From an optimization exercise on the open Yosys and OpenROAD flow, aimed at small area, a short achievable clock period and few clock cycles; shortcuts taken in it are not production practice.
Function was not checked in any run shown here: the RTL went through the layout flow alone.
Power figures rest on the tool's default switching activity, not on a simulated workload.

--- flow/design.v ---
module mdu_lzc64 (
  input  logic [63:0] t,
  output logic [6:0]  n     
);
  logic [31:0]      z1;
  logic [31:0]      c1;
  logic [15:0]      z2;
  logic [15:0][1:0] c2;
  logic [7:0]       z3;
  logic [7:0][2:0]  c3;
  logic [3:0]       z4;
  logic [3:0][3:0]  c4;
  logic [1:0]       z5;
  logic [1:0][4:0]  c5;
  always_comb begin
    for (int i = 0; i < 32; i++) begin
      z1[i] = ~t[2*i+1] & ~t[2*i];
      c1[i] = ~t[2*i+1];
    end
    for (int i = 0; i < 16; i++) begin
      z2[i] = z1[2*i+1] & z1[2*i];
      c2[i] = z1[2*i+1] ? {1'b1, c1[2*i]} : {1'b0, c1[2*i+1]};
    end
    for (int i = 0; i < 8; i++) begin
      z3[i] = z2[2*i+1] & z2[2*i];
      c3[i] = z2[2*i+1] ? {1'b1, c2[2*i]} : {1'b0, c2[2*i+1]};
    end
    for (int i = 0; i < 4; i++) begin
      z4[i] = z3[2*i+1] & z3[2*i];
      c4[i] = z3[2*i+1] ? {1'b1, c3[2*i]} : {1'b0, c3[2*i+1]};
    end
    for (int i = 0; i < 2; i++) begin
      z5[i] = z4[2*i+1] & z4[2*i];
      c5[i] = z4[2*i+1] ? {1'b1, c4[2*i]} : {1'b0, c4[2*i+1]};
    end
    if (z5[1] & z5[0]) n = 7'd64;
    else               n = z5[1] ? {2'b01, c5[0]} : {2'b00, c5[1]};
  end
endmodule
module mdu_iter #(
  parameter int XLEN = 64
) (
  input  logic            clk,
  input  logic            resetn,
  input  logic            in_valid,
  output logic            in_ready,
  input  logic [2:0]      op,
  input  logic            is_word,
  input  logic [XLEN-1:0] a,
  input  logic [XLEN-1:0] b,
  input  logic            flush,
  output logic            out_valid,
  input  logic            out_ready,
  output logic [XLEN-1:0] result
);
  localparam logic [1:0] M_MUL = 2'd0, M_DIV = 2'd1, M_FIN = 2'd2, M_MFIN = 2'd3;
  logic        c_valid, c_mul, c_word, c_hi, c_rem, c_sa, c_sb, c_nega, c_bz;
  logic [63:0] ca, cb;
  logic [6:0]  c_la, c_lb;
  logic        c_prep, p_swap;       
  logic [6:0]  p_kk;
  logic [5:0]  p_cnt;
  logic         e_busy;
  logic [1:0]   e_mode;
  logic [5:0]   e_cnt;
  logic         e_word, e_hi, e_rem, e_neg;
  logic [67:0]  hreg;                   
  logic [63:0]  lreg;                   
  logic         bm1, msgn;              
  logic [3:0]   sn;                     
  logic [64:0]  xr;                     
  logic [11:0]  bctl;                   
  logic         b_neg;                  
  logic        accept;
  logic        i_mul, i_sgna, i_sgnb, i_sa, i_sb;
  logic [63:0] xa, xb;
  logic [6:0]  i_la, i_lb;
  always_comb begin
    i_mul  = ~op[2];
    i_sgna = i_mul ? (op[1:0] != 2'd3) : ~op[0];
    i_sgnb = i_mul ? ~op[1] : ~op[0];
    if (is_word) begin
      i_sgna = i_mul | ~op[0];
      i_sgnb = i_mul | ~op[0];
    end
    xa   = is_word ? {{32{i_sgna & a[31]}}, a[31:0]} : a;
    xb   = is_word ? {{32{i_sgnb & b[31]}}, b[31:0]} : b;
    i_sa = i_sgna & xa[63];
    i_sb = i_sgnb & xb[63];
  end
  mdu_lzc64 u_lza (.t(xa ^ {64{i_sa}}), .n(i_la));
  mdu_lzc64 u_lzb (.t(xb ^ {64{i_sb}}), .n(i_lb));
  logic        c_negcyc, c_ready;
  logic [63:0] na;
  assign c_negcyc = c_valid & ~c_prep;
  assign c_ready  = c_valid & c_prep;
  assign na       = -ca;
  logic [6:0]  lm, dsh, kk;
  logic [7:0]  dd;
  logic [3:0]  mc;
  logic        swap;
  logic [63:0] rot, mhi, mld;
  logic [64:0] xld;
  function automatic logic [11:0] booth4(input logic [7:0] g, input logic p);
    logic [8:0] t;
    logic [3:0] one, two, neg;
    t = {g, p};
    for (int k = 0; k < 4; k++) begin
      one[k] = t[2*k+1] ^ t[2*k];
      two[k] = (t[2*k+2] & ~t[2*k+1] & ~t[2*k]) | (~t[2*k+2] & t[2*k+1] & t[2*k]);
      neg[k] = t[2*k+2] & ~(t[2*k+1] & t[2*k]);
    end
    booth4 = {one, two, neg};
  endfunction
  always_comb begin
    swap = (c_la > c_lb);           
    lm   = swap ? c_la : c_lb;
    mc   = 4'((7'd72 - lm) >> 3);
    dd   = {1'b0, c_lb} - {7'd0, c_lb[6]} - {1'b0, c_la} + {7'd0, c_sa} + 8'd1;
    dsh  = (dd[7] || dd == 8'd0) ? 7'd1 : dd[6:0];
    kk   = 7'd64 - dsh;
    rot  = ca;
    for (int i = 0; i < 6; i++)
      if (p_kk[i]) rot = (rot << (1 << i)) | (rot >> (64 - (1 << i)));
    for (int i = 0; i < 64; i++)
      mhi[i] = ~p_kk[6] & (7'(i) >= p_kk);
    mld   = p_swap ? ca : cb;
    xld   = (c_mul && !p_swap) ? {c_sa, ca} : {c_sb, cb};
  end
  logic         last, step, r_free, consume, finish;
  logic [67:0]  x1e, x2e, pp1, dsum;
  logic [68:0]  dsum_c;
  logic [75:0]  msum, op0, r0, r1, r2, r3, nrow;
  logic [75:0]  t1s, t1c, t2s, t2c, t3s, t3c, t4s, t4c;
  logic [76:0]  msum_c;
  logic [67:0]  hn;
  logic [63:0]  ln;
  logic [131:0] tt;
  logic [63:0]  mlo, mhi_r;
  logic         qbit;
  logic [64:0]  wd;
  logic [63:0]  rem_n, quo_n, res_raw, res_w;
  logic [7:0]   gnext;
  function automatic logic [67:0] bsel(input logic one, input logic two, input logic neg,
                                       input logic [67:0] x1, input logic [67:0] x2);
    logic [67:0] m;
    m = one ? x1 : two ? x2 : 68'd0;
    bsel = neg ? ~m : m;
  endfunction
  always_comb begin
    x1e = {{3{xr[64]}}, xr};
    x2e = {{2{xr[64]}}, xr, 1'b0};
    op0  = {{8{hreg[67]}}, hreg};
    r0   = 76'($signed(bsel(bctl[8], bctl[4], bctl[0], x1e, x2e)));
    r1   = 76'($signed(bsel(bctl[9], bctl[5], bctl[1], x1e, x2e))) << 2;
    r2   = 76'($signed(bsel(bctl[10], bctl[6], bctl[2], x1e, x2e))) << 4;
    r3   = 76'($signed(bsel(bctl[11], bctl[7], bctl[3], x1e, x2e))) << 6;
    nrow = {69'd0, bctl[3], 1'b0, bctl[2], 1'b0, bctl[1], 1'b0, bctl[0]};
    t1s  = op0 ^ r0 ^ r1;
    t1c  = ((op0 & r0) | (op0 & r1) | (r0 & r1)) << 1;
    t2s  = r2 ^ r3 ^ nrow;
    t2c  = ((r2 & r3) | (r2 & nrow) | (r3 & nrow)) << 1;
    t3s  = t1s ^ t1c ^ t2s;
    t3c  = ((t1s & t1c) | (t1s & t2s) | (t1c & t2s)) << 1;
    t4s  = t3s ^ t3c ^ t2c;
    t4c  = ((t3s & t3c) | (t3s & t2c) | (t3c & t2c)) << 1;
    msum_c = {1'b0, t4s} + {1'b0, t4c};
    msum   = msum_c[75:0];
    wd   = {hreg[63:0], lreg[63]};
    pp1  = b_neg ? ~x1e : x1e;
    dsum_c = {1'b0, (e_mode == M_DIV) ? {3'b000, wd} : 68'd0, 1'b1} + {1'b0, pp1, b_neg};
    dsum   = dsum_c[68:1];
    qbit   = ~dsum[67];
    rem_n  = qbit ? dsum[63:0] : wd[63:0];
    quo_n = {lreg[62:0], qbit};
    hn = msum[75:8];
    ln = {msum[7:0], lreg[63:8]};
    gnext = (sn >= 4'd7) ? {8{msgn}} : lreg[15:8];
    tt = {hreg, lreg};
    mlo = 64'd0;
    mhi_r = 64'd0;
    for (int c = 1; c <= 8; c++)
      if (sn == 4'(c)) begin
        mlo   = tt[64 - 8*c +: 64];
        mhi_r = 64'($signed(hreg) >>> (64 - 8*c));
      end
    if (sn == 4'd9) mhi_r = tt[56 +: 64];
    case (e_mode)
      M_MFIN:  res_raw = e_hi ? mhi_r : mlo;
      M_DIV:   res_raw = e_rem ? rem_n : quo_n;
      default: res_raw = dsum[63:0];
    endcase
    res_w = e_word ? {{32{res_raw[31]}}, res_raw[31:0]} : res_raw;
  end
  logic div_neg;
  assign div_neg = (e_mode == M_DIV) & e_neg;
  assign last    = e_busy & ((e_mode == M_FIN) | (e_mode == M_MFIN) |
                             ((e_mode == M_DIV) & (e_cnt == 6'd0) & ~e_neg));
  assign step    = e_busy & ~last;
  assign r_free  = ~out_valid | out_ready;
  assign finish  = last & r_free;
  assign consume = c_ready & (~e_busy | finish);
  assign accept  = in_valid & in_ready;
  logic c_valid_d, c_ready_d, e_busy_d, last_d, out_valid_d;
  always_comb begin
    c_valid_d = accept | (c_valid & ~consume);
    c_ready_d = ~accept & c_valid & ~consume;
    e_busy_d  = consume | (e_busy & ~finish);
    last_d    = ~consume & e_busy & ~finish &
                (last | ((e_mode == M_MUL) & (e_cnt == 6'd0)) |
                 ((e_mode == M_DIV) & (e_cnt == 6'd1) & ~e_neg) |
                 ((e_mode == M_DIV) & (e_cnt == 6'd0) & e_neg));
    out_valid_d = finish | (out_valid & ~out_ready);
  end
  always_ff @(posedge clk or negedge resetn) begin
    if (!resetn) begin
      c_prep    <= 1'b0;
      c_valid   <= 1'b0;
      e_busy    <= 1'b0;
      out_valid <= 1'b0;
      in_ready  <= 1'b1;
    end else if (flush) begin
      c_prep    <= 1'b0;
      c_valid   <= 1'b0;
      e_busy    <= 1'b0;
      out_valid <= 1'b0;
      in_ready  <= 1'b1;
    end else begin
      c_valid   <= c_valid_d;
      e_busy    <= e_busy_d;
      out_valid <= out_valid_d;
      in_ready  <= ~c_valid_d | (c_ready_d & (~e_busy_d | (last_d & ~out_valid_d)));
      if (accept)        c_prep <= 1'b0;
      else if (c_valid)  c_prep <= 1'b1;
    end
  end
  always_ff @(posedge clk) begin
    if (accept) begin
      ca     <= xa;
      cb     <= xb;
      c_la   <= i_la;
      c_lb   <= i_lb;
      c_mul  <= i_mul;
      c_word <= is_word;
      c_hi   <= ~is_word & (op[1:0] != 2'd0);
      c_rem  <= op[1];
      c_sa   <= i_sa;
      c_sb   <= i_sb;
      c_nega <= ~i_mul & i_sa;
      c_bz   <= (xb == 64'd0);
    end else if (c_negcyc) begin
      if (c_nega & ~c_bz) ca <= na;
      p_kk   <= kk;
      p_swap <= swap;
      p_cnt  <= c_mul ? 6'(mc - 4'd1) : 6'(dsh - 7'd1);
    end
    if (consume) begin
      e_word <= c_word;
      e_hi   <= c_hi;
      e_rem  <= c_rem;
      e_cnt  <= p_cnt;
      if (c_mul) begin
        e_mode <= M_MUL;
        hreg   <= '0;
        lreg   <= mld;
        bm1    <= 1'b0;
        msgn   <= p_swap ? c_sa : c_sb;
        sn     <= 4'd0;
        xr     <= xld;
        bctl   <= booth4(mld[7:0], 1'b0);
        e_neg  <= 1'b0;
      end else if (c_bz) begin
        e_mode <= M_FIN;
        e_cnt  <= 6'd0;
        xr     <= {1'b0, c_rem ? ca : {64{1'b1}}};
        b_neg  <= 1'b0;
        e_neg  <= 1'b0;
      end else begin
        e_mode     <= M_DIV;
        hreg[63:0] <= rot & ~mhi;
        lreg       <= rot & mhi;
        xr         <= xld;
        b_neg      <= ~c_sb;
        e_neg      <= c_rem ? c_sa : (c_sa ^ c_sb);
      end
    end else if (step) begin
      case (e_mode)
        M_MUL: begin
          hreg  <= hn;
          lreg  <= ln;
          bm1   <= (sn >= 4'd8) ? msgn : lreg[7];
          bctl  <= booth4(gnext, (sn >= 4'd8) ? msgn : lreg[7]);
          sn    <= sn + 4'd1;
          e_cnt <= e_cnt - 6'd1;
          if (e_cnt == 6'd0) e_mode <= M_MFIN;
        end
        M_DIV: begin
          hreg[63:0] <= rem_n;
          lreg       <= quo_n;
          if (e_cnt == 6'd0) begin
            xr     <= {1'b0, e_rem ? rem_n : quo_n};
            b_neg  <= 1'b1;
            e_mode <= M_FIN;
          end else begin
            e_cnt <= e_cnt - 6'd1;
          end
        end
        default: ;
      endcase
    end
    if (finish) result <= res_w;
  end
endmodule
--- flow/run.sh ---
#!/bin/bash
# synth_recipe.tcl (not shown) runs the flow's synth.tcl, then flattens the netlist and writes it again
# the make line also repeats each setting of config.mk as NAME=value (left out here)
make -C /OpenROAD-flow-scripts/flow DESIGN_CONFIG=/design/flow/config.mk WORK_HOME=/design/flow/orfs CLKGATE_MAP_FILE= SYNTH_SCRIPT=/design/flow/synth_recipe.tcl finish
--- flow/config.mk ---
export PLATFORM = sky130hd
export DESIGN_NAME = mdu_iter
export DESIGN_NICKNAME = mdu_iter
export VERILOG_FILES = /design/flow/design.v
export SDC_FILE = /design/flow/constraint.sdc
export NUM_CORES = 4
export LEC_CHECK = 0
export CAP_MARGIN = 30
export CORE_MARGIN = 2
export CORE_UTILIZATION = 40
export SETUP_SLACK_MARGIN = 5
export SLEW_MARGIN = 30
--- flow/constraint.sdc ---
create_clock -name core_clock -period 10.0 [get_ports {clk}]
set_input_delay 2.0000 -clock core_clock [delete_from_list [all_inputs] [get_ports {clk}]]
set_output_delay 2.0000 -clock core_clock [all_outputs]
set_load 0.01 [all_outputs]
==> impl_metrics.tcl, run 1 <==
set metrics [dict create \
    status "complete, no violations" \
    slew_viol_final 0 \
    synth-compound-area-share 0.295 \
    hp-class "reg -> reg" \
    crit_path_start_kind "flop" \
    clk-insertion-delay-late_ns 0.71 \
    start_util 0.404 \
    yosysWarningCount 2 \
    relSlewSlack 0.161 \
    ys_ff_latch 460 \
    firstDrtPassIters 10 \
    pwr_density_cell_mw_per_mm2 123 \
    cap_violations 0 \
    synth_top_family_by_area "compound AO/OA/AOI/OAI gates" \
    yosys_most_used_dff "edfxtp_1" \
    synth_area_per_cell_um2 7.97 \
    synthAdderAreaFrac 0.118 \
    startpoint "bctl[8]$_DFFE_PP_" \
    async_reset_ff_frac 0.0109 \
    internal-power_w 0.00523 \
    cts-root-buf "clkbuf_16" \
    final_nets 8085 \
    seq_area_mm2 0.0138 \
    fp-row-count 143 \
    core_mm2 0.152 \
    num-fill-cells 14700 \
    hold_viol_final 0 \
    die_h_um 396 \
    reg2reg_depth 24 \
    overflow 0 \
    drt-total-wl_um 326000 \
    finalCriticalPeriod_ns 5.99 \
    cts.sinks 460 \
    area_delta_synth_final_pct 18.0 \
    num_vias 65800 \
    p_comb_frac 0.443 \
    synth-edff-count 455 \
    synth_area_mm2 0.0614 \
    cts_tree "done" \
    synthMuxAreaShare 0.0670 \
    holdWs_ns 0.421 \
    wl_per_cell_um 34.0 \
    worst-path-max-fanout 8 \
    worstHoldStart "c_word$_DFFE_PP_" \
    io-pin-count 203 \
    port-buffer-count 202 \
    synthXorXnorAreaFrac 0.0754 \
    cts_buffer_depth 3 \
    p_switching_w 0.00369 \
    power.total_w 0.00892 \
    grt_first_pass_wirelength_um 452000 \
    die_x_um 396 \
    vias_per_cell 6.87 \
    path_clk_slew_ns 0.06 \
    vdd_drop_max_uv 124 \
    worst_slew_pin_slew_ns 1.25 \
    gp_congestion 1.07 \
    hold_depth 0 \
    post-route-period-util 0.599 \
    ys_types 98 \
    antenna_found_initial 21 \
    cts_htree_levels 3 \
    power_frac_clock 0.283 \
    required_ns 10.38 \
    setup_violations 0 \
    cts_buffers 66 \
    synthesis.nets 8301 \
    critPathCaptureType "flop" \
    drtIter0Drc 10500 \
    drc 0 \
    grt_max_degree 201 \
    seqPwrFrac 0.274 \
    fmax_mhz 167 \
    first_global_vias 60600 \
    fin_skew_ns 0.0367 \
    dieArea_mm2 0.157 \
    seq_area_frac_synth 0.224 \
    worstPathArrival_ns 6.37 \
    setup_tns_ns 0 \
    layout-drive-gt1-share 0.158 \
    syn-instance-count 7707 \
    rsz0062_at_grt "true" \
    p_leak_nw 26.6 \
    crit_type "reg -> reg" \
    antenna_left 0 \
    dp_hpwl_um 238000 \
    cts-hold-fix-buffers 0 \
    yosys.area_share.simple 0.138 \
    reg2reg_from "bctl[8]$_DFFE_PP_" \
    multi_input_area_mm2 0.0465 \
    swShare 0.413 \
    gr-usage-all-layers 0.396 \
]
[registers in the layout, indices dropped and copies added (netlist names), 2 cells and up]
signal / cells
lreg: 64
e_mode: 2
c_lb: 7
sn: 4
p_kk: 7
hreg: 68
cb: 64
xr: 65
e_cnt: 6
ca: 64
result: 64
c_la: 7
p_cnt: 6
bctl: 12
[placed cells by master, fill, tap and decap left out, drive strengths merged, types with 133 or more instances in the layout]
master / count
inv: 467
a221oi: 133
xor2: 271
nor2: 536
fa: 208
a21oi: 640
edfxtp: 455
ha: 249
clkdlybuf4s50: 199
buf: 341
o21ai: 551
xnor2: 258
a22oi: 432
nand2: 726
o211ai: 278
[kinds of logic (layout without fill, tap and decap cells)]
family,count (synthesis),count (layout)
simple gates,1878,1883
fa+ha+maj,457,457
flops,460,460
xor+xnor,529,529
buf+inv,1311,1138
compound gates,2761,2761
other cells,0,11
mux,311,311
[through the flow]
stage	instance area (um^2)	utilization	cells	setup slack, ns
6_report	72500	0.476	9580	4.01
3_5_place_dp	64900	0.426	9267	2.77
3_3_place_gp	64700	0.425	9253	2.80
5_1_grt	72500	0.476	9570	3.88
4_1_cts	70200	0.461	9481	4.06
2_1_floorplan	62100	-	7707	4.89
[routing by layer]
metal  vias to the layer above  share of wire  track usage
li1                      27900              -            -
met1                     32100           0.37        0.491
met2                      4686           0.41        0.572
met3                      1106           0.14        0.152
met4                        26          0.084        0.252
met5                         -         0.0015     0.000616
[cell usage after synthesis, types with 33 or more instances]
library cell  count  area share
a211oi_1         69      0.0084
a21o_1          114       0.014
a21oi_1         639       0.052
a221o_1          38      0.0062
a221oi_1        133       0.019
a22oi_1         432       0.053
a311oi_1         39      0.0056
a31oi_1         112       0.011
and3_1           50      0.0051
buf_1           207       0.013
clkbuf_1        612       0.037
edfxtp_1        455        0.22
fa_1            208       0.068
ha_1            249       0.051
inv_1           463       0.028
mux2_2          121       0.022
mux2i_1         119       0.019
mux4_2           68       0.025
nand2_1         723       0.044
nand2b_1         46      0.0047
nand3_1         108      0.0088
nand4_1          61      0.0062
nor2_1          535       0.033
nor2b_1          51      0.0052
nor3_1          120      0.0098
nor4_1           41      0.0042
o211ai_1        278       0.034
o21ai_0         518       0.042
o21ai_1          33      0.0027
o21bai_1         40      0.0049
o221ai_1         53      0.0076
o22ai_1          49      0.0050
o31ai_1          33      0.0040
or3_1            39      0.0040
xnor2_1         258       0.037
xor2_1          271       0.039
[power by group through the flow]
| stage | combinational [W] | sequential (W) | clock, W |
|---|---|---|---|
| finish | 0.00395 | 0.00245 | 0.00252 |
| detailed placement | 0.00308 | 0.00248 | 0 |
| CTS | 0.00350 | 0.00244 | 0.00252 |
| global placement | 0.00306 | 0.00247 | 0 |
| global route | 0.00413 | 0.00245 | 0.00258 |
| floorplan | 0.00204 | 0.00234 | 0 |
[layout make-up]
| cell class | count | area share |
|---|---|---|
| antenna | 11 | 0.000380 |
| clock buffer | 74 | 0.0232 |
| clock inverter | 42 | 0.00726 |
| inverter | 468 | 0.0246 |
| multi-input combinational | 5941 | 0.641 |
| sequential | 460 | 0.190 |
| tap | 2030 | 0.0350 |
| timing repair buffer | 554 | 0.0788 |
[timing repair]
action,CTS,global route
setup endpoints to repair,331,265
resized for setup,388,313
buffers inserted,89,76
pin swaps,112,173
cloned,9,11
[critical path, cell delays in order (launching register included)]
cell and delay [ns]:
edfxtp_1 0.50, buf_12 0.21, buf_12 0.13, buf_16 0.15, a22oi_2 0.17, xor2_1 0.20
fa_1 0.46, fa_1 0.55, inv_1 0.06, fa_2 0.41, ha_4 0.29, or3_1 0.35
o211ai_1 0.16, buf_4 0.18, nand2_4 0.08, a221oi_4 0.35, o21ai_4 0.16, a31oi_4 0.22
buf_12 0.17, o41ai_4 0.07, buf_6 0.17, buf_4 0.14, a21oi_2 0.13, xor2_1 0.21
o221ai_1 0.14
[final timing paths]
path | slack, ns | to
max in group asynchronous | 8.22 | in_ready$_DFF_PN1_
min | 0.42 | e_word$_DFFE_PP_
max reg2reg | 4.01 | hreg[59]$_DFFE_PP_
max | 4.01 | hreg[59]$_DFFE_PP_
min in group asynchronous | 1.53 | out_valid$_DFF_PN0_
min reg2reg | 0.42 | e_word$_DFFE_PP_
==> run 2, diff against run 1 <==
--- a/flow/design.v
+++ b/flow/design.v
@@ -117,7 +117,7 @@
     lm   = swap ? c_la : c_lb;
     mc   = 4'((7'd72 - lm) >> 3);
     dd   = {1'b0, c_lb} - {7'd0, c_lb[6]} - {1'b0, c_la} + {7'd0, c_sa} + 8'd1;
-    dsh  = (dd[7] || dd == 8'd0) ? 7'd1 : dd[6:0];
+    dsh  = (dd[7] || dd == 8'd0) ? 7'd2 : (dd[6:0] + {6'd0, dd[0]});    
     kk   = 7'd64 - dsh;
     rot  = ca;
     for (int i = 0; i < 6; i++)
@@ -128,8 +128,8 @@
     xld   = (c_mul && !p_swap) ? {c_sa, ca} : {c_sb, cb};
   end
   logic         last, step, r_free, consume, finish;
-  logic [67:0]  x1e, x2e, pp1, dsum;
-  logic [68:0]  dsum_c;
+  logic [67:0]  x1e, x2e, pp1, pp2, dsum, s2;
+  logic [68:0]  dsum_c, s2_c;
   logic [75:0]  msum, op0, r0, r1, r2, r3, nrow;
   logic [75:0]  t1s, t1c, t2s, t2c, t3s, t3c, t4s, t4c;
   logic [76:0]  msum_c;
@@ -137,8 +137,8 @@
   logic [63:0]  ln;
   logic [131:0] tt;
   logic [63:0]  mlo, mhi_r;
-  logic         qbit;
-  logic [64:0]  wd;
+  logic [1:0]   qd;
+  logic [65:0]  wd;
   logic [63:0]  rem_n, quo_n, res_raw, res_w;
   logic [7:0]   gnext;
   function automatic logic [67:0] bsel(input logic one, input logic two, input logic neg,
@@ -150,7 +150,8 @@
   always_comb begin
     x1e = {{3{xr[64]}}, xr};
     x2e = {{2{xr[64]}}, xr, 1'b0};
-    op0  = {{8{hreg[67]}}, hreg};
+    wd   = {hreg[63:0], lreg[63:62]};
+    op0  = (e_mode == M_DIV) ? {10'd0, wd} : {{8{hreg[67]}}, hreg};
     r0   = 76'($signed(bsel(bctl[8], bctl[4], bctl[0], x1e, x2e)));
     r1   = 76'($signed(bsel(bctl[9], bctl[5], bctl[1], x1e, x2e))) << 2;
     r2   = 76'($signed(bsel(bctl[10], bctl[6], bctl[2], x1e, x2e))) << 4;
@@ -166,13 +167,22 @@
     t4c  = ((t3s & t3c) | (t3s & t2c) | (t3c & t2c)) << 1;
     msum_c = {1'b0, t4s} + {1'b0, t4c};
     msum   = msum_c[75:0];
-    wd   = {hreg[63:0], lreg[63]};
     pp1  = b_neg ? ~x1e : x1e;
-    dsum_c = {1'b0, (e_mode == M_DIV) ? {3'b000, wd} : 68'd0, 1'b1} + {1'b0, pp1, b_neg};
+    pp2  = b_neg ? ~x2e : x2e;
+    dsum_c = {1'b0, (e_mode == M_DIV) ? {2'b00, wd} : 68'd0, 1'b1} + {1'b0, pp1, b_neg};
     dsum   = dsum_c[68:1];
-    qbit   = ~dsum[67];
-    rem_n  = qbit ? dsum[63:0] : wd[63:0];
-    quo_n = {lreg[62:0], qbit};
+    s2_c   = {1'b0, 2'b00, wd, 1'b1} + {1'b0, pp2, b_neg};
+    s2     = s2_c[68:1];
+    if (!msum[67]) begin
+      qd = 2'd3; rem_n = msum[63:0];
+    end else if (!s2[67]) begin
+      qd = 2'd2; rem_n = s2[63:0];
+    end else if (!dsum[67]) begin
+      qd = 2'd1; rem_n = dsum[63:0];
+    end else begin
+      qd = 2'd0; rem_n = wd[63:0];
+    end
+    quo_n = {lreg[61:0], qd};
     hn = msum[75:8];
     ln = {msum[7:0], lreg[63:8]};
     gnext = (sn >= 4'd7) ? {8{msgn}} : lreg[15:8];
@@ -252,7 +262,7 @@
       if (c_nega & ~c_bz) ca <= na;
       p_kk   <= kk;
       p_swap <= swap;
-      p_cnt  <= c_mul ? 6'(mc - 4'd1) : 6'(dsh - 7'd1);
+      p_cnt  <= c_mul ? 6'(mc - 4'd1) : 6'(dsh[6:1] - 6'd1);
     end
     if (consume) begin
       e_word <= c_word;
@@ -281,6 +291,7 @@
         lreg       <= rot & mhi;
         xr         <= xld;
         b_neg      <= ~c_sb;
+        bctl       <= {4'b0011, 4'b0000, 2'b00, ~c_sb, c_sb};
         e_neg      <= c_rem ? c_sa : (c_sa ^ c_sb);
       end
     end else if (step) begin
==> run 2 against run 1 <==
Effect of this change:
- area after synthesis increased by 9.8%
- via count increased by 21%
- clock skew increased by 0.0081 ns
- clock-buffer cell count decreased by 8
- utilization increased by 0.67 points
- non-clock buffer count increased by 207
- final cell count increased by 15%
- sequential power increased by 2%
- first-iteration DRC count increased by 27%
- worst hold slack improved by 0.012 ns
- flip-flop and latch count decreased by 1
- synthesized cell count increased by 13%
==> impl_metrics.tcl, run 2 <==
set metrics [dict create \
    cts_htree_levels 2 \
    die_h_um 415 \
    vdd_drop_max_uv 118 \
    synthMuxAreaShare 0.0519 \
    path_clk_slew_ns 0.06 \
    largest_reg_flops 68 \
    gp_congestion 1.12 \
    slew_viol_final 0 \
    setup_tns_ns 0 \
    overflow 0 \
    synth-compound-area-share 0.308 \
    dieArea_mm2 0.172 \
    netlist_top_cells_count "nand2_1, nor2_1, a21oi_1, clkbuf_1, o21ai_0" \
    required_ns 10.60 \
    worst_slew_pin_slew_ns 1.26 \
    clk-insertion-delay-late_ns 0.75 \
    core_mm2 0.167 \
    synthXorXnorAreaFrac 0.0746 \
    layout_setup_ws_ns 3.03 \
    synth_area_mm2 0.0674 \
    crit_type "reg -> reg" \
    worst-path-max-fanout 33 \
    fp-row-count 150 \
    synthesis.nets 9385 \
    firstDrtPassIters 10 \
    vias_per_cell 7.27 \
    ys_ff_latch 459 \
    hold_viol_final 0 \
    cts_buffer_depth 3 \
    yosysMostFrequentCell "nand2_1" \
    antenna_found_initial 52 \
    pwr_density_cell_mw_per_mm2 149 \
    ys_types 107 \
    syn-instance-count 8722 \
    gr-usage-all-layers 0.508 \
    crit_path_start_kind "flop" \
    num_vias 79800 \
    cts_tree "done" \
    fin_skew_ns 0.0449 \
    cts-hold-fix-buffers 0 \
    final_nets 9340 \
    num-fill-cells 16400 \
    area_delta_synth_final_pct 19.8 \
    cts-root-buf "clkbuf_16" \
    final_common_cell "nand2_1" \
    cts_buffers 56 \
    seq_area_mm2 0.0138 \
    dp_hpwl_um 337000 \
    wl_per_cell_um 41.9 \
    yosysWarningCount 2 \
    rsz0062_at_grt "true" \
    hp-class "reg -> reg" \
    seq_area_frac_synth 0.204 \
    async_reset_ff_frac 0.0109 \
    worstPathArrival_ns 7.57 \
    grt_max_degree 182 \
    antenna_left 0 \
    drtIter0Drc 13300 \
    ys_top_cells_by_area "edfxtp_1, fa_1, ha_1" \
    yosys.area.top_type "edfxtp_1" \
    finish.utilization 0.483 \
    drc 0 \
    relSlewSlack 0.156 \
    yosys.area_share.simple 0.160 \
    drt-total-wl_um 459000 \
    fmax_mhz 143 \
    synth_area_per_cell_um2 7.73 \
    io-pin-count 203 \
    yosys_most_used_dff "edfxtp_1" \
    yosysTopAreaCellShare 0.202 \
    mostFrequentLayoutCells "nand2_1, nor2_1, a21oi_1" \
    die_x_um 415 \
    port-buffer-count 202 \
    place_ws_ns 1.56 \
    start_util 0.403 \
    setup_violations 0 \
    synthAdderAreaFrac 0.121 \
    r2r_setup_slack_ns 3.03 \
    multi_input_area_mm2 0.0525 \
    critPathCaptureType "flop" \
    cap_violations 0 \
    first_global_vias 72600 \
    reg_top3 "hreg x68, xr x65" \
    post-route-period-util 0.697 \
    finalCriticalPeriod_ns 6.97 \
    p_leak_nw 30.3 \
    cts.sinks 459 \
    largest-register "hreg" \
    synth-edff-count 454 \
    grt_first_pass_wirelength_um 613000 \
    status "complete, no violations" \
    layout-drive-gt1-share 0.167 \
    synth_top_family_by_area "compound AO/OA/AOI/OAI gates" \
]
run 2: cell types whose count changed in the layout (fill, tap and decap cells not counted), sizes merged, moves of 82 or more:
cell | before | now
nand2 | 726 | 812
inv | 467 | 549
nor2 | 536 | 695
buf | 341 | 546
o21ai | 551 | 644
xnor2 | 258 | 378
run 2: report_power, final:
group | switching [W] | leakage (nW) | internal [W] | total (W)
logic | 0.00464 | 25.2 | 0.00267 | 0.00731
registers | 0.000194 | 4.26 | 0.00231 | 0.00251
clock network | 0.00101 | 0.919 | 0.00124 | 0.00225
run 2: area by class of cell:
class | count | area share
inverter | 547 | 0.0256
tap | 2204 | 0.0341
timing repair buffer | 761 | 0.0950
clock inverter | 35 | 0.00536
antenna | 48 | 0.00149
sequential | 459 | 0.170
clock buffer | 66 | 0.0182
multi-input combinational | 6852 | 0.650
run 2: final timing paths:
kind / from / to / depth (start not counted)
worst max-delay path: bctl[8]$_DFFE_PP_ / result[58]$_DFFE_PP_ / 23
worst min-delay path: c_word$_DFFE_PP_ / e_word$_DFFE_PP_ / 0
worst max register to register: bctl[8]$_DFFE_PP_ / result[58]$_DFFE_PP_ / 23
worst min register to register: c_word$_DFFE_PP_ / e_word$_DFFE_PP_ / 0
max in group asynchronous: resetn / in_ready$_DFF_PN1_ / 1
min in group asynchronous: resetn / out_valid$_DFF_PN0_ / 1
run 2: timing repair:
action                                 in CTS  in global routing
setup buffers                             143                 97
endpoints found under the hold margin       0                  0
setup endpoints to repair                 358                268
resized for setup                         386                348
pin swaps                                 117                177
cloned                                     16                  9
run 2: layer usage:
| layer | GRT usage | share of wire |
|---|---|---|
| met1 | 0.574 | 0.34 |
| met2 | 0.728 | 0.41 |
| met3 | 0.214 | 0.14 |
| met4 | 0.450 | 0.12 |
| met5 | 0.0206 | 0.0014 |
run 2: per-stage QoR:
step	area (um^2)	hold WS (ns)	total power [W]	std cells
5_1_grt	80700	0.453	0.0122	10900
3_5_place_dp	72300	0.411	0.00777	10500
4_1_cts	77700	0.431	0.0108	10800
2_1_floorplan	68600	0.400	0.00566	8722
3_3_place_gp	72200	0.403	0.00773	10500
6_report	80800	0.433	0.0121	11000
run 2: kinds of logic after synthesis:
| group | after synthesis |
|---|---|
| buffers and inverters | 1420 |
| multiplexers | 261 |
| flip-flops | 459 |
| adder cells (fa/ha/maj) | 526 |
| XOR/XNOR | 574 |
| AND/OR/NAND/NOR | 2348 |
| AO/OA/AOI/OAI | 3134 |
run 2: worst max-delay path, cell delays in order (launching register included):
cell and delay [ns]:
edfxtp_1 0.37, buf_6 0.14, buf_4 0.13, buf_12 0.15, a22oi_2 0.42, xnor2_2 0.13
fa_1 0.49, inv_1 0.05, fa_2 0.52, inv_2 0.04, fa_2 0.45, ha_4 0.31
nand4_1 0.30, nor4_4 0.39, o211ai_1 0.46, a31oi_4 0.42, a22oi_2 0.18, mux2_4 0.27
and2_4 0.31, buf_12 0.16, buf_12 0.13, o31ai_4 0.09, o211ai_1 0.52, o311a_1 0.27
==> run 3, diff against run 2 <==
--- a/flow/config.mk
+++ b/flow/config.mk
@@ -10,3 +10,4 @@
 export CORE_UTILIZATION = 40
 export SETUP_SLACK_MARGIN = 5
 export SLEW_MARGIN = 30
+export TNS_END_PERCENT = 5
==> run 3 against run 2 <==
Effect of this change:
- first-iteration DRC count shrank 0.65%
- clock-buffer cell count grew 6
- sequential power is essentially flat
- combinational power shrank 6.3%
- die area is the same
- via count shrank 0.13%
- clock skew shrank 0.0073 ns
==> impl_metrics.tcl, run 3 <==
set metrics [dict create \
    cts_htree_levels 2 \
    port-buffer-count 202 \
    crit_chain "buf_4 > buf_6 > xor2_1 > ha_1 > a21oi_1 > o21ai_0 > a221oi_1 > o21ai_0 > nand3_1 > nand4_1 > nor2_4 > buf_4 > nand2_1 > a311oi_1 > a21oi_1 > buf_4 > o21ai_4 > buf_4" \
    synth_area_mm2 0.0674 \
    yosys.area_share.simple 0.160 \
    drc 0 \
    path_clk_slew_ns 0.07 \
    finalCriticalPeriod_ns 6.94 \
    io-pin-count 203 \
    netlist_top_cells_count "nand2_1, nor2_1, a21oi_1, clkbuf_1, o21ai_0" \
    path_buf_inv 5 \
    cp_common_cell "buf_4" \
    clk-insertion-delay-late_ns 0.75 \
    slew_viol_final 0 \
    core_mm2 0.167 \
    largest-register "hreg" \
    dp_hpwl_um 333000 \
    rsz0062_at_grt "true" \
    ys_types 107 \
    cts.sinks 459 \
    cts_tree "done" \
    firstDrtPassIters 8 \
    crit_path_start_kind "flop" \
    yosysWarningCount 2 \
    place_ws_ns 1.44 \
    final_nets 9328 \
    cts-hold-fix-buffers 0 \
    cts_buffers 59 \
    p_leak_nw 30.1 \
    drt-total-wl_um 457000 \
    antenna_left 0 \
    synth_area_per_cell_um2 7.73 \
    final_common_cell "nand2_1" \
    synthesis.nets 9385 \
    cts-root-buf "clkbuf_16" \
    largest_reg_flops 68 \
    die_x_um 415 \
    synthAdderAreaFrac 0.121 \
    num_vias 79600 \
    synthXorXnorAreaFrac 0.0746 \
    vdd_drop_max_uv 153 \
    antenna_found_initial 56 \
    start_util 0.403 \
    hp-class "reg -> reg" \
    layout-drive-gt1-share 0.144 \
    grt_max_degree 162 \
    gr-usage-all-layers 0.504 \
    yosysMostFrequentCell "nand2_1" \
    reg_top3 "hreg x68, xr x65" \
    hold_viol_final 0 \
    ys_top_cells_by_area "edfxtp_1, fa_1, ha_1" \
    ys_ff_latch 459 \
    worstPathArrival_ns 7.53 \
    yosys_most_used_dff "edfxtp_1" \
    mostFrequentLayoutCells "nand2_1, nor2_1, a21oi_1" \
    die_h_um 415 \
    cts_buffer_depth 3 \
    synth-compound-area-share 0.308 \
    grt_first_pass_wirelength_um 611000 \
    fin_skew_ns 0.0375 \
    layout_setup_ws_ns 3.06 \
    first_global_vias 73400 \
    crit_family "compound AO/OA/AOI/OAI gates" \
    post-route-period-util 0.694 \
    worst-path-max-fanout 43 \
    synth_top_family_by_area "compound AO/OA/AOI/OAI gates" \
    setup_violations 0 \
    cap_violations 0 \
    yosys.area.top_type "edfxtp_1" \
    area_delta_synth_final_pct 17.6 \
    vias_per_cell 7.27 \
    setup_tns_ns 0 \
    synth-edff-count 454 \
    drtIter0Drc 13200 \
    synthMuxAreaShare 0.0519 \
    pwr_density_cell_mw_per_mm2 149 \
    status "complete, no violations" \
    overflow 0 \
    syn-instance-count 8722 \
    seq_area_frac_synth 0.204 \
    wl_per_cell_um 41.7 \
    fmax_mhz 144 \
    crit_slowest_cell "nand4_1" \
    critPathCaptureType "flop" \
    fp-row-count 150 \
    relSlewSlack 0.122 \
    worst_slew_pin_slew_ns 1.32 \
    crit_type "reg -> reg" \
    slowest_delay_ns 0.69 \
    dieArea_mm2 0.172 \
    required_ns 10.60 \
    gp_congestion 1.12 \
    async_reset_ff_frac 0.0109 \
    yosysTopAreaCellShare 0.202 \
]
==> run 3: cell type report <==
type / count / area [um^2]
fillers: 16600 / 87900
multi-input cells: 6853 / 51000
flip-flops and latches: 459 / 13800
repair buffers: 745 / 7490
well taps: 2204 / 2760
inverters: 547 / 2060
clock buffers: 72 / 1620
clock inverters: 40 / 539
diodes: 38 / 95.1
==> run 3: power by group <==
group	total (W)	switching, W	internal [W]
Combinational	0.00685	0.00441	0.00244
Clock	0.00250	0.00108	0.00142
Sequential	0.00250	0.000184	0.00231
==> run 3: stage by stage <==
stage                      util  hold slack [ns]  instances  total power [W]  area (um^2)
after CTS                 0.461            0.430      10800           0.0109        77200
after detailed placement  0.432            0.414      10600          0.00773        72200
after global placement    0.431            0.405      10600          0.00770        72100
final                     0.474            0.425      11000           0.0118        79300
after global routing      0.474            0.441      10900           0.0120        79200
after floorplan               -            0.400       8722          0.00546        68100
==> run 3: per-layer routing <==
metal,part of all wire,wire (um),up-vias,GRT usage
met3,0.14,64000,2260,0.208
met4,0.12,54100,50,0.442
met1,0.34,157000,38500,0.580
met2,0.40,181000,6851,0.716
li1,-,-,32000,-
met5,0.0017,759,-,0.00667
==> run 3: path summary, 6_finish.rpt <==
path | startpoint | depth (start not counted) | to | slack, ns
worst max-delay path | b_neg$_SDFFCE_PN1P_ | 18 | xr[29]$_DFFE_PP_ | 3.06
worst min-delay path | c_word$_DFFE_PP_ | 0 | e_word$_DFFE_PP_ | 0.43
worst max register to register | b_neg$_SDFFCE_PN1P_ | 18 | xr[29]$_DFFE_PP_ | 3.06
worst min register to register | c_word$_DFFE_PP_ | 0 | e_word$_DFFE_PP_ | 0.43
max in group asynchronous | resetn | 1 | in_ready$_DFF_PN1_ | 8.23
min in group asynchronous | resetn | 1 | out_valid$_DFF_PN0_ | 1.50
==> run 3: cells by family after synthesis <==
group	Yosys count
adder cells (fa/ha/maj)	526
flip-flops	459
multiplexers	261
buffers and inverters	1420
XOR/XNOR	574
AND/OR/NAND/NOR	2348
AO/OA/AOI/OAI	3134
==> run 3: repair_timing <==
item | in CTS | in global routing
resized for setup | 252 | 216
setup endpoints to repair | 394 | 441
pin swaps | 62 | 119
hold endpoints to repair | 0 | 0
gates cloned | 19 | 13
buffers inserted | 117 | 75
==> run 3: worst register-to-register path: cells and delay by family (launching register included) <==
family	cells	cell delay (ns)
and+or+nand+nor	4	1.67
DFF	1	0.64
adders and majority gates	1	0.41
buffers and inverters	5	1.60
xor gates and xnor gates	1	0.48
AOI/OAI and AO/OA	7	2.00

==> afterwards: timing with drivers on the ports <==
No port has a modelled driver above. Below, the same layouts with a new extraction and two added sets of constraints.
Step 1 sets driving cells, clkbuf_16 on the clock port and buf_2 on the other inputs (assumed; they add their load-dependent delay and slew).
Step 2 moves the port delays by t, midway between the first and last clock arrival at a register: inputs arrive t later, outputs are due t later. That takes back most of the time a late clock gives input paths.
Slacks: no drivers / after step 1 / after step 2; pairs: no drivers / after step 1.
run | t, ns | setup slack, ns | slew at the worst register clock pin (ns) | worst slew at a driven data input, ns
run 1 | 0.786 | 4.011 / 4.011 / 4.011 | 0.07 / 0.07 | 0.06
run 2 | 0.805 | 3.027 / 3.027 / 3.027 | 0.08 / 0.08 | 0.11
run 3 | 0.824 | 3.061 / 3.061 / 2.695 | 0.08 / 0.08 | 0.14
After both steps setup and hold are still met in every run listed. For run 3, which loses most, drivers alone change the setup slack by 0.000 ns; drivers and shift together by -0.366 ns.
